This design comes from an exercise in tuning for small area and a short achievable clock period on the open sky130 flow, not from production work. The RTL was checked by simulation tests, not by an equivalence proof against the original design. Power figures rest on the tool's default switching activity, not on a simulated workload.

// nlb_lpbk
module nlb_lpbk
(
  input  logic                    Clk_400,
  input  logic                    rst_n,
  input  logic                    mmio_wr_valid,
  input  logic                    mmio_rd_valid,
  input  logic [16-1:0] mmio_addr,
  input  logic [16-1:0]   mmio_tid,
  input  logic [64-1:0] mmio_wdata,
  output logic                    mmio_rsp_valid,
  output logic [16-1:0]   mmio_rsp_tid,
  output logic [64-1:0] mmio_rsp_data,
  output logic                    rd_req_valid,
  output logic [42-1:0]  rd_req_addr,
  output logic [16-1:0]   rd_req_tid,
  input  logic                    rd_almfull,
  input  logic                    rd_rsp_valid,
  input  logic [16-1:0]   rd_rsp_tid,
  input  logic [512-1:0]  rd_rsp_data,
  output logic                    wr_req_valid,
  output logic [42-1:0]  wr_req_addr,
  output logic [16-1:0]   wr_req_tid,
  output logic [512-1:0]  wr_req_data,
  input  logic                    wr_almfull,
  input  logic                    wr_rsp_valid,
  input  logic [16-1:0]   wr_rsp_tid
);
  logic [64-1:0] scratch;
  logic [64-1:0] src_reg;
  logic [64-1:0] dst_reg;
  logic [32-1:0]   num_lines;
  logic [64-1:0] ctl;
  logic [64-1:0] ctl_nx;
  logic [64-1:0] cfg;
  logic [64-1:0] rd_data;
  logic run;
  logic run_nx;
  logic cfg_wr_en;
  assign run    = ctl[0] & ctl[1];
  assign ctl_nx = !rst_n ? '0
                : (mmio_wr_valid && mmio_addr == 16'h0138) ? mmio_wdata : ctl;
  assign run_nx = ctl_nx[0] & ctl_nx[1];
  assign cfg_wr_en = mmio_wr_valid & ~run;
  always_ff @(posedge Clk_400)
  begin
    ctl <= ctl_nx;
    if (!rst_n)
    begin
      src_reg   <= '0;
      dst_reg   <= '0;
      num_lines <= '0;
      cfg       <= '0;
    end
    else if (cfg_wr_en)
    begin
      case (mmio_addr)
        16'h0120:  src_reg   <= mmio_wdata;
        16'h0128:  dst_reg   <= mmio_wdata;
  ...
Size in the first run: ~1400 I/O pins.
export LEC_CHECK = 0
export ABC_CLOCK_PERIOD_IN_PS = 3000
export CAP_MARGIN = 20
export CORE_AREA = 10 10 490 490
export DIE_AREA = 0 0 500 500
export PLACE_DENSITY = 0.75
export SETUP_SLACK_MARGIN = 3.3
export SLEW_MARGIN = 20
create_clock -name core_clock -period 6.0 [get_ports {Clk_400}]
standard.sh (not shown) runs the stock make flow with config.mk's settings and CLKGATE_MAP_FILE= SYNTH_SCRIPT=/design/flow/synth_recipe.tcl, a recipe that flattens the netlist after the stock synthesis.
==> flow/flow/run.sh <==
#!/bin/bash
# Standard ORFS layout, with plain buf_1 cells as the port buffers and a
# clock tree of larger sink clusters without dummy loads.
set -euo pipefail
export BUFFER_PORTS_ARGS="-buffer_cell sky130_fd_sc_hd__buf_1"
export CTS_ARGS="-sink_clustering_enable -repair_clock_nets -dont_use_dummy_load -sink_clustering_size 24 -sink_clustering_max_diameter 150 -buf_list {sky130_fd_sc_hd__clkbuf_16}"
bash standard.sh finish > run_standard.log 2>&1
==> next run, changes <==
==> flow/flow/run.sh (replaced) <==
#!/bin/bash
# Standard ORFS layout, with plain buf_1 cells as the port buffers and a
# clock tree of larger sink clusters without dummy loads.
set -euo pipefail
export BUFFER_PORTS_ARGS="-buffer_cell sky130_fd_sc_hd__buf_1"
export CTS_ARGS="-sink_clustering_enable -repair_clock_nets -dont_use_dummy_load -sink_clustering_size 14 -sink_clustering_max_diameter 100 -buf_list {sky130_fd_sc_hd__clkbuf_8}"
bash standard.sh finish > run_standard.log 2>&1
Settings changed: PLACE_DENSITY 0.75 to default.
=> The new run finished with timing, DRC and antenna clean; clock-buffer cell count grows by 49; via count grows by 3.3%; setup slack got worse by 74 ps; cell count grows by 2.4%; non-clock buffer count grows by 133; synthesized area stays the same; worst hold slack got worse by 86 ps.
==> next run, changes <==
==> flow/flow/run.sh (replaced) <==
#!/bin/bash
# Standard ORFS layout, with plain buf_1 cells as the port buffers and a
# clock tree of larger sink clusters without dummy loads.
set -euo pipefail
export BUFFER_PORTS_ARGS="-buffer_cell sky130_fd_sc_hd__buf_1"
export CTS_ARGS="-sink_clustering_enable -repair_clock_nets -dont_use_dummy_load -sink_clustering_size 20 -sink_clustering_max_diameter 120 -buf_list {sky130_fd_sc_hd__clkbuf_16}"
bash standard.sh finish > run_standard.log 2>&1
Settings changed: ABC_CLOCK_PERIOD_IN_PS 3000 to default, PLACE_DENSITY from default to 0.75, TNS_END_PERCENT from default to 50.
Effect: Clock-buffer cell count goes down by 31. Die area stays the same. Worst setup slack degrades by 9.8 ps. Synthesized area stays the same. Fmax decreases slightly.
==> next run, changes <==
==> flow/flow/run.sh (replaced) <==
#!/bin/bash
# Standard ORFS layout, with plain buf_1 cells as the port buffers and a
# clock tree of mid-size buffers without dummy loads.
set -euo pipefail
export BUFFER_PORTS_ARGS="-buffer_cell sky130_fd_sc_hd__buf_1"
export CTS_ARGS="-sink_clustering_enable -repair_clock_nets -dont_use_dummy_load -sink_clustering_size 20 -sink_clustering_max_diameter 60 -buf_list {sky130_fd_sc_hd__clkbuf_8 sky130_fd_sc_hd__clkbuf_16}"
bash standard.sh finish > run_standard.log 2>&1
Settings changed: ABC_CLOCK_PERIOD_IN_PS from default to 3000, PLACE_DENSITY 0.75 to default, TNS_END_PERCENT 50 to default.
Outcome:
- The changed run completed without violations
- first-iteration DRC count fell slightly
- worst setup slack improves by 67 ps
- final area rose by a few percent
- total power rose by about a fifth
==> next run, changes <==
==> flow/flow/run.sh (replaced) <==
#!/bin/bash
# Standard ORFS layout, with plain buf_1 cells as the port buffers and a
# clock tree of larger sink clusters without dummy loads.
set -euo pipefail
export BUFFER_PORTS_ARGS="-buffer_cell sky130_fd_sc_hd__buf_1"
export CTS_ARGS="-sink_clustering_enable -repair_clock_nets -dont_use_dummy_load -sink_clustering_size 20 -sink_clustering_max_diameter 120 -buf_list {sky130_fd_sc_hd__clkbuf_16}"
bash standard.sh finish > run_standard.log 2>&1
Settings changed: ABC_CLOCK_PERIOD_IN_PS 3000 to default, PLACE_DENSITY from default to 0.75.
What happened: The new run finished clean. Core utilization went down by 1.7 points. Hold slack hardly moves. Flip-flop and latch count is unchanged. Final area is lower by 5.8%. Cell count went down by 1.9%. Routed wire length goes down by 3.2%.
==> next run, changes <==
==> flow/flow/run.sh (replaced) <==
#!/bin/bash
# Standard ORFS layout, with plain buf_1 cells as the port buffers and a
# clock tree of larger sink clusters without dummy loads.
set -euo pipefail
export BUFFER_PORTS_ARGS="-buffer_cell sky130_fd_sc_hd__buf_1"
export CTS_ARGS="-sink_clustering_enable -repair_clock_nets -dont_use_dummy_load -sink_clustering_size 24 -sink_clustering_max_diameter 150 -buf_list {sky130_fd_sc_hd__clkbuf_16}"
bash standard.sh finish > run_standard.log 2>&1
Settings changed: PLACE_DENSITY 0.75 to default, SETUP_SLACK_MARGIN 3.3 to 3.15.
After rerunning:
- wire length shrinks by 0.65%
- non-clock buffer count shrinks by 75
- total power shrinks by 4.3%
- global-route usage shrinks by 0.13 points
- register-to-register slack gets worse by 150 ps
- count of clock-buffer cells in the layout shrinks by 17

========
Starting RTL as in the previous note.
Settings: LEC_CHECK=0, ABC_CLOCK_PERIOD_IN_PS=3000, CAP_MARGIN=20, CORE_AREA=10 10 490 490, DIE_AREA=0 0 500 500, SETUP_SLACK_MARGIN=3.3, SLEW_MARGIN=20; clock period 6.0 ns.
==> flow/flow/run.sh <==
#!/bin/bash
# Standard ORFS layout, with plain buf_1 cells as the port buffers and a
# clock tree of larger sink clusters without dummy loads.
set -euo pipefail
export BUFFER_PORTS_ARGS="-buffer_cell sky130_fd_sc_hd__buf_1"
export CTS_ARGS="-sink_clustering_enable -repair_clock_nets -dont_use_dummy_load -sink_clustering_size 24 -sink_clustering_max_diameter 150 -buf_list {sky130_fd_sc_hd__clkbuf_16}"
bash standard.sh finish > run_standard.log 2>&1
The starting point completed without violations.
Change:
==> flow/flow/run.sh (replaced) <==
#!/bin/bash
# Standard ORFS layout, with plain buf_1 cells as the port buffers and a
# clock tree without dummy loads.
set -euo pipefail
export BUFFER_PORTS_ARGS="-buffer_cell sky130_fd_sc_hd__buf_1"
export CTS_ARGS="-sink_clustering_enable -repair_clock_nets -dont_use_dummy_load"
bash standard.sh finish > run_standard.log 2>&1
Result:
- via count climbs slightly
- power climbs by about a fifth
- clock-buffer cell count climbs by 93
- combinational power hardly moves
- critical path depth is unchanged
- clock power climbs by well over a third
- synthesized cell count does not change
- hold slack is better by 0.036 ns
- die area is unchanged
Change:
--- a/flow/flow/run.sh
+++ b/flow/flow/run.sh
@@ -3 +3 @@
-# clock tree without dummy loads.
+# clock tree of larger sink clusters without dummy loads.
@@ -6 +6 @@
-export CTS_ARGS="-sink_clustering_enable -repair_clock_nets -dont_use_dummy_load"
+export CTS_ARGS="-sink_clustering_enable -repair_clock_nets -dont_use_dummy_load -sink_clustering_size 20 -sink_clustering_max_diameter 120 -buf_list {sky130_fd_sc_hd__clkbuf_16}"
- ABC_CLOCK_PERIOD_IN_PS: 3000 -> not set
- PLACE_DENSITY: not set -> 0.85
- SETUP_SLACK_MARGIN: 3.3 -> 3.2
After rerunning:
- core utilization went down by 1.9 points
- maximum frequency went down by 1.8%
- area after synthesis stays the same
- wire length went down by 2.6%
- clock power went down by 33%
- final cell count went down by 2.2%
Change:
- CORE_AREA: 10 10 490 490 -> 8 8 460 460
- DIE_AREA: 0 0 500 500 -> 0 0 468 468
- PLACE_DENSITY: 0.85 -> 0.75
- SETUP_SLACK_MARGIN: 3.2 -> 3.3
What happened:
- The changed run passed the timing, design-rule and antenna checks
- sequential power barely changes
- setup slack got worse by 0.012 ns
- design area came out higher slightly
Change:
- CORE_AREA: 8 8 460 460 -> 10 10 490 490
- DIE_AREA: 0 0 468 468 -> 0 0 500 500
- PLACE_DENSITY: 0.75 -> 0.8
- SETUP_SLACK_MARGIN: 3.3 -> 3.25
Hold slack improved by 0.0062 ns.
Die area grows by 14%.
Core utilization shrinks by 3.7 points.
Total power barely changes.
Cell area shrinks by about 0.8%.
Setup slack improved by 0.019 ns.

-- re-timing with driven ports --
The flow's constraints put no driver on any port. The routed layouts listed below were extracted and timed again, unchanged, in two steps. Step 1, drivers: a clkbuf_16 drives Clk_400 and a buf_2 each remaining input, both assumed. Step 2, shift: input delay + t, output delay - t, t = (earliest + latest rising clock arrival at the registers) / 2. This alone moves slack from input paths to output paths. a / b / c = ideal ports / drivers / drivers and shift; a / b = the first two.
| run | t (ns) | setup WS [ns] | worst setup path at the end | clock arrival spread, ns |
|---|---|---|---|---|
| the first run of note 1 | 0.871 | 3.049 / 2.928 / 2.138 | input to register | 0.170 / 0.170 |
| the second run of note 1 | 1.023 | 2.975 / 2.873 / 2.025 | input to register | 0.130 / 0.131 |
| the third run of note 1 | 0.791 | 2.965 / 2.839 / 2.161 | input to register | 0.074 / 0.073 |
| the fourth run of note 1 | 0.890 | 3.032 / 2.885 / 2.141 | input to register | 0.125 / 0.126 |
| the fifth run of note 1 | 0.846 | 3.057 / 2.922 / 2.188 | input to register | 0.129 / 0.130 |
| the sixth run of note 1 | 0.842 | 2.921 / 2.922 / 2.130 | input to register | 0.168 / 0.168 |
| the first run of note 2 | 0.862 | 3.028 / 2.872 / 2.189 | input to register | 0.134 / 0.134 |
| the second run of note 2 | 0.897 | 3.030 / 2.894 / 2.166 | input to register | 0.146 / 0.146 |
| the third run of note 2 | 0.852 | 2.975 / 2.837 / 2.146 | input to register | 0.106 / 0.106 |
| the fourth run of note 2 | 0.837 | 2.963 / 2.801 / 2.162 | input to register | 0.106 / 0.107 |
| the fifth run of note 2 | 0.841 | 2.981 / 2.859 / 2.211 | input to register | 0.095 / 0.095 |
After both steps setup and hold are still met in every run listed. For the second run of note 1, which loses most, drivers alone change the setup slack by -0.102 ns; drivers and shift together by -0.950 ns.
